From an optimization exercise on the open Yosys and OpenROAD flow, aimed at small area, a short achievable clock period and few clock cycles per item; shortcuts taken in it are not production practice. Where RTL was checked, it was by simulation tests only, not by an equivalence proof against the original. Power figures rest on the tool's default switching activity, not on a simulated workload.

==> flow/design.v <==
package edma_pkg;
	localparam int ECHO_W          = 16;
	localparam int DIST_W          = 19;
	localparam int CFG_W           = 5;
	localparam int MAX_SAMPLES_DEF = 16;
	localparam int DIST_MUL_W = 11;
	localparam int PROD_W     = ECHO_W + DIST_MUL_W;
	localparam logic [DIST_MUL_W-1:0] DIST_MUL = DIST_MUL_W'(1114);
	localparam int DIST_SHIFT = 8;
endpackage
module echo_distance_moving_average #(
	parameter int MAX_SAMPLES = edma_pkg::MAX_SAMPLES_DEF
) (
	input  logic                       clk,
	input  logic                       arst_n,
	input  logic                       echo_valid,
	output logic                       echo_ready,
	input  logic [edma_pkg::ECHO_W-1:0] echo_us,
	output logic                       result_valid,
	input  logic                       result_ready,
	output logic [edma_pkg::DIST_W-1:0] result_distance_q8,
	output logic                       result_valid_res,
	input  logic                       cfg_wr_en,
	input  logic [edma_pkg::CFG_W-1:0] cfg_wr_data
);
	localparam int EW  = edma_pkg::ECHO_W;
	localparam int DW  = edma_pkg::DIST_W;
	localparam int TW  = DW + 4;       
	localparam int NS  = 16;           
	localparam int NST = 10;           
	logic adv_q;
	logic          v0_q;
	logic [EW-1:0] us0_q;
	logic [EW+2:0] a0_q;        
	always_ff @(posedge clk or negedge arst_n) begin
		if (!arst_n) v0_q <= 1'b0;
		else if (adv_q) v0_q <= echo_valid;
	end
	always_ff @(posedge clk) begin
		if (adv_q) begin
			us0_q <= echo_us;
			a0_q  <= {echo_us, 2'd0} + {3'd0, echo_us};
		end
	end
	logic          vm_q, zm_q;
	logic [EW-1:0] usm_q;
	logic [EW+7:0] b_q;         
	logic          v1_q, z1_q;
	logic [DW-1:0] d1_q;
	logic [EW+10:0] prod;
	assign prod = {usm_q, 10'd0} + {3'd0, b_q};
	always_ff @(posedge clk or negedge arst_n) begin
		if (!arst_n) begin
			vm_q <= 1'b0;
			v1_q <= 1'b0;
		end else if (adv_q) begin
			vm_q <= v0_q;
			v1_q <= vm_q;
		end
	end
	always_ff @(posedge clk) begin
		if (adv_q) begin
			usm_q <= us0_q;
			b_q   <= {1'b0, a0_q, 4'd0} + {4'd0, a0_q, 1'b0};
			zm_q  <= (us0_q == '0);
			d1_q  <= prod[EW+10:8];
			z1_q  <= zm_q;
		end
	end
	logic [4:0]    win_q;       
	logic [4:0]    fill_q;      
	logic          full_q;      
	logic [DW-1:0] ring [NS];
	logic [DW-1:0] oldest;
	logic          v2_q, z2_q;
	logic [DW:0]   delta2_q;    
	logic [NS-1:0] ins;         
	logic [4:0]    n2_q;
	logic [5:0]    n32_q;       
	logic          push;
	logic [4:0]    fill_nx;
	logic [4:0]    cfg_w;
	always_comb begin
		cfg_w = cfg_wr_data;
		if (cfg_wr_data == '0) cfg_w = 5'd1;
		else if (cfg_wr_data > 5'd16) cfg_w = 5'd16;
	end
	assign push    = adv_q && v1_q && !z1_q;
	assign fill_nx = full_q ? fill_q : fill_q + 5'd1;
	assign oldest  = ring[NS-1];
	always_comb begin
		for (int i = 0; i < NS; i++) ins[i] = (5'(i) == 5'(16) - win_q);
	end
	always_ff @(posedge clk) begin
		if (push) begin
			ring[0] <= d1_q;
			for (int i = 1; i < NS; i++) ring[i] <= ins[i] ? d1_q : ring[i-1];
		end
	end
	always_ff @(posedge clk or negedge arst_n) begin
		if (!arst_n) begin
			win_q  <= 5'd1;
			fill_q <= '0;
			full_q <= 1'b0;
			v2_q   <= 1'b0;
		end else begin
			if (adv_q) v2_q <= v1_q;
			if (cfg_wr_en) begin
				win_q  <= cfg_w;
				fill_q <= '0;
				full_q <= 1'b0;
			end else if (adv_q && v1_q) begin
				if (z1_q) begin
					fill_q <= '0;
					full_q <= 1'b0;
				end else begin
					fill_q <= fill_nx;
					full_q <= fill_nx == win_q;
				end
			end
		end
	end
	always_ff @(posedge clk) begin
		if (adv_q) begin
			z2_q   <= z1_q;
			delta2_q <= {1'b0, d1_q} - {1'b0, full_q ? oldest : '0};
			n2_q   <= z1_q ? 5'd1 : fill_nx;
			n32_q  <= z1_q ? 6'd3 : {1'b0, fill_nx} + {fill_nx, 1'b0};
		end
	end
	logic          v3_q, z3_q;
	logic [TW-1:0] total_q;
	logic [4:0]    n3_q;
	logic [5:0]    n33_q;
	always_ff @(posedge clk or negedge arst_n) begin
		if (!arst_n) begin
			total_q <= '0;
			v3_q    <= 1'b0;
		end else begin
			if (adv_q) v3_q <= v2_q;
			if (cfg_wr_en) begin
				total_q <= '0;
			end else if (adv_q && v2_q) begin
				total_q <= z2_q ? '0 : total_q + {{(TW-DW-1){delta2_q[DW]}}, delta2_q};
			end
		end
	end
	always_ff @(posedge clk) begin
		if (adv_q) begin
			z3_q  <= z2_q;
			n3_q  <= n2_q;
			n33_q <= n32_q;
		end
	end
	function automatic logic [3+DW:0] div_r4(input logic [3:0] r, input logic [DW-1:0] dvd,
	                                         input logic [4:0] n, input logic [5:0] n3);
		logic [5:0] x;
		logic [6:0] d1, d2, d3;
		logic       g1, g2, g3;
		logic [3:0] ro;
		x  = {r, dvd[DW-1 -: 2]};
		d1 = {1'b0, x} - {2'b0, n};
		d2 = {1'b0, x} - {1'b0, n, 1'b0};
		d3 = {1'b0, x} - {1'b0, n3};
		g1 = !d1[6];
		g2 = !d2[6];
		g3 = !d3[6];
		ro = g3 ? d3[3:0] : g2 ? d2[3:0] : g1 ? d1[3:0] : x[3:0];
		div_r4 = {ro, dvd[DW-3:0], g2, g3 | (g1 & !g2)};
	endfunction
	function automatic logic [3+DW:0] div_r2(input logic [3:0] r, input logic [DW-1:0] dvd,
	                                         input logic [4:0] n);
		logic [4:0] t;
		logic [5:0] d;
		t = {r, dvd[DW-1]};
		d = {1'b0, t} - {1'b0, n};
		div_r2 = d[5] ? {t[3:0], dvd[DW-2:0], 1'b0} : {d[3:0], dvd[DW-2:0], 1'b1};
	endfunction
	logic [3:0]    rem_q [NST-1];
	logic [DW-1:0] dvd_q [NST-1];
	logic [4:0]    nd_q  [NST-1];
	logic [5:0]    n3d_q [NST-1];
	logic          vd_q  [NST-1];
	logic          zd_q  [NST-1];
	logic [3+DW:0] dres  [NST];
	always_comb begin
		dres[0] = div_r4(total_q[TW-1:DW], total_q[DW-1:0], n3_q, n33_q);
		for (int k = 1; k < NST - 1; k++)
			dres[k] = div_r4(rem_q[k-1], dvd_q[k-1], nd_q[k-1], n3d_q[k-1]);
		dres[NST-1] = div_r2(rem_q[NST-2], dvd_q[NST-2], nd_q[NST-2]);
	end
	always_ff @(posedge clk or negedge arst_n) begin
		if (!arst_n) begin
			for (int k = 0; k < NST - 1; k++) vd_q[k] <= 1'b0;
		end else if (adv_q) begin
			vd_q[0] <= v3_q;
			for (int k = 1; k < NST - 1; k++) vd_q[k] <= vd_q[k-1];
		end
	end
	always_ff @(posedge clk) begin
		if (adv_q) begin
			{rem_q[0], dvd_q[0]} <= dres[0];
			nd_q[0]  <= n3_q;
			n3d_q[0] <= n33_q;
			zd_q[0]  <= z3_q;
			for (int k = 1; k < NST - 1; k++) begin
				{rem_q[k], dvd_q[k]} <= dres[k];
				nd_q[k]  <= nd_q[k-1];
				n3d_q[k] <= n3d_q[k-1];
				zd_q[k]  <= zd_q[k-1];
			end
		end
	end
	logic          xv;
	logic [DW-1:0] xd;
	logic          xr;
	assign xv = vd_q[NST-2];
	assign xd = dres[NST-1][DW-1:0];
	assign xr = !zd_q[NST-2];
	logic          ov_q, sv_q;
	logic [DW-1:0] od_q, sd_q;
	logic          or_q, sr_q;
	logic take, inc;
	logic ov_nx, sv_nx;
	assign take = ov_q && result_ready;
	assign inc  = adv_q && xv;
	always_comb begin
		ov_nx = ov_q;
		sv_nx = sv_q;
		if (take) begin
			if (sv_q) begin
				ov_nx = 1'b1;
				sv_nx = inc;
			end else begin
				ov_nx = inc;
				sv_nx = 1'b0;
			end
		end else if (inc) begin
			if (ov_q) sv_nx = 1'b1;
			else      ov_nx = 1'b1;
		end
	end
	always_ff @(posedge clk or negedge arst_n) begin
		if (!arst_n) begin
			ov_q  <= 1'b0;
			sv_q  <= 1'b0;
			adv_q <= 1'b1;
		end else begin
			ov_q  <= ov_nx;
			sv_q  <= sv_nx;
			adv_q <= !(ov_nx && sv_nx);
		end
	end
	always_ff @(posedge clk) begin
		if (take) begin
			if (sv_q) begin
				od_q <= sd_q;
				or_q <= sr_q;
			end else begin
				od_q <= xd;
				or_q <= xr;
			end
			sd_q <= xd;
			sr_q <= xr;
		end else if (ov_q) begin
			if (!sv_q) begin
				sd_q <= xd;
				sr_q <= xr;
			end
		end else begin
			od_q <= xd;
			or_q <= xr;
		end
	end
	assign echo_ready         = adv_q;
	assign result_valid       = ov_q;
	assign result_distance_q8 = od_q;
	assign result_valid_res   = or_q;
endmodule
clock: 5.5 ns
lec_check: 0
cap_margin: 20
core_margin: 2
core_utilization: 55
cts_cluster_diameter: 80
cts_cluster_size: 20
setup_slack_margin: 3.0
slew_margin: 20
run.sh (not shown) runs the stock make flow with config.mk's settings and CLKGATE_MAP_FILE= SYNTH_SCRIPT=/design/flow/synth_recipe.tcl, a recipe that flattens the netlist after the stock synthesis.
Testbench counts at the start, summed over its fixed seeds: cycles 5,975, items 5,207.
Then changed:
--- a/flow/design.v
+++ b/flow/design.v
@@ -26,18 +26,19 @@
 	localparam int EW  = edma_pkg::ECHO_W;
 	localparam int DW  = edma_pkg::DIST_W;
 	localparam int TW  = DW + 4;       
 	localparam int NS  = 16;           
 	localparam int NST = 10;           
 	logic adv_q;
+	logic rdy_q;                
 	logic          v0_q;
 	logic [EW-1:0] us0_q;
 	logic [EW+2:0] a0_q;        
 	always_ff @(posedge clk or negedge arst_n) begin
 		if (!arst_n) v0_q <= 1'b0;
-		else if (adv_q) v0_q <= echo_valid;
+		else if (adv_q) v0_q <= echo_valid && rdy_q;
 	end
 	always_ff @(posedge clk) begin
 		if (adv_q) begin
 			us0_q <= echo_us;
 			a0_q  <= {echo_us, 2'd0} + {3'd0, echo_us};
 		end
@@ -67,12 +68,14 @@
 			z1_q  <= zm_q;
 		end
 	end
 	logic [4:0]    win_q;       
 	logic [4:0]    fill_q;      
 	logic          full_q;      
+	logic [5:0]    fill3_q;     
+	logic [5:0]    fill3_nx;
 	logic [DW-1:0] ring [NS];
 	logic [DW-1:0] oldest;
 	logic          v2_q, z2_q;
 	logic [DW:0]   delta2_q;    
 	logic [NS-1:0] ins;         
 	logic [4:0]    n2_q;
@@ -83,13 +86,14 @@
 	always_comb begin
 		cfg_w = cfg_wr_data;
 		if (cfg_wr_data == '0) cfg_w = 5'd1;
 		else if (cfg_wr_data > 5'd16) cfg_w = 5'd16;
 	end
 	assign push    = adv_q && v1_q && !z1_q;
-	assign fill_nx = full_q ? fill_q : fill_q + 5'd1;
+	assign fill_nx  = full_q ? fill_q : fill_q + 5'd1;
+	assign fill3_nx = full_q ? fill3_q : fill3_q + 6'd3;
 	assign oldest  = ring[NS-1];
 	always_comb begin
 		for (int i = 0; i < NS; i++) ins[i] = (5'(i) == 5'(16) - win_q);
 	end
 	always_ff @(posedge clk) begin
 		if (push) begin
@@ -97,38 +101,42 @@
 			for (int i = 1; i < NS; i++) ring[i] <= ins[i] ? d1_q : ring[i-1];
 		end
 	end
 	always_ff @(posedge clk or negedge arst_n) begin
 		if (!arst_n) begin
 			win_q  <= 5'd1;
-			fill_q <= '0;
-			full_q <= 1'b0;
-			v2_q   <= 1'b0;
+			fill_q  <= '0;
+			fill3_q <= '0;
+			full_q  <= 1'b0;
+			v2_q    <= 1'b0;
 		end else begin
 			if (adv_q) v2_q <= v1_q;
 			if (cfg_wr_en) begin
 				win_q  <= cfg_w;
-				fill_q <= '0;
-				full_q <= 1'b0;
+				fill_q  <= '0;
+				fill3_q <= '0;
+				full_q  <= 1'b0;
 			end else if (adv_q && v1_q) begin
 				if (z1_q) begin
-					fill_q <= '0;
-					full_q <= 1'b0;
+					fill_q  <= '0;
+					fill3_q <= '0;
+					full_q  <= 1'b0;
 				end else begin
-					fill_q <= fill_nx;
-					full_q <= fill_nx == win_q;
+					fill_q  <= fill_nx;
+					fill3_q <= fill3_nx;
+					full_q  <= fill_nx == win_q;
 				end
 			end
 		end
 	end
 	always_ff @(posedge clk) begin
 		if (adv_q) begin
 			z2_q   <= z1_q;
-			delta2_q <= {1'b0, d1_q} - {1'b0, full_q ? oldest : '0};
+			delta2_q <= full_q ? {1'b0, d1_q} - {1'b0, oldest} : {1'b0, d1_q};
 			n2_q   <= z1_q ? 5'd1 : fill_nx;
-			n32_q  <= z1_q ? 6'd3 : {1'b0, fill_nx} + {fill_nx, 1'b0};
+			n32_q  <= z1_q ? 6'd3 : fill3_nx;
 		end
 	end
 	logic          v3_q, z3_q;
 	logic [TW-1:0] total_q;
 	logic [4:0]    n3_q;
 	logic [5:0]    n33_q;
@@ -242,16 +250,18 @@
 	end
 	always_ff @(posedge clk or negedge arst_n) begin
 		if (!arst_n) begin
 			ov_q  <= 1'b0;
 			sv_q  <= 1'b0;
 			adv_q <= 1'b1;
+			rdy_q <= 1'b0;
 		end else begin
 			ov_q  <= ov_nx;
 			sv_q  <= sv_nx;
 			adv_q <= !(ov_nx && sv_nx);
+			rdy_q <= !(ov_nx && sv_nx);
 		end
 	end
 	always_ff @(posedge clk) begin
 		if (take) begin
 			if (sv_q) begin
 				od_q <= sd_q;
@@ -269,11 +279,11 @@
 			end
 		end else begin
 			od_q <= xd;
 			or_q <= xr;
 		end
 	end
-	assign echo_ready         = adv_q;
+	assign echo_ready         = rdy_q;
 	assign result_valid       = ov_q;
 	assign result_distance_q8 = od_q;
 	assign result_valid_res   = or_q;
 endmodule
The changed run ran to the end with no violations; design area came out higher by a few percent; critical path depth came out lower by 2; core utilization came out lower by 0.80 points; worst hold slack gets worse by 0.051 ns; wire length came out higher by a few percent; die area came out higher by a few percent; final cell count came out higher by a few percent; clock skew hardly moves; setup slack gets better by 0.046 ns; combinational power hardly moves; clock power stays flat.
Function not checked in the second run of this note: the RTL went through the layout flow alone.

-- what the ideal ports hide --
The flow's constraints put no driver on any port. The routed layouts listed below were extracted and timed again, unchanged, in two steps.
Step 1 sets driving cells, clkbuf_16 on the clock port and buf_2 on the other inputs (assumed; they add their load-dependent delay and slew).
Step 2, shift: input delay + t, output delay - t, t = (earliest + latest rising clock arrival at the registers) / 2. This alone moves slack from input paths to output paths.
Three values: ideal ports, drivers, drivers and shift; two values: the first two.
run	shift t [ns]	setup WS [ns]	slew at the worst register clock pin (ns)
the first run	0.668	2.835 / 2.828 / 2.371	0.09 / 0.09
the second run	0.665	2.881 / 2.894 / 2.230	0.09 / 0.09
After both steps every run listed still meets setup and hold. For the second run, which loses most, drivers alone change the setup slack by +0.013 ns; drivers and shift together by -0.651 ns.
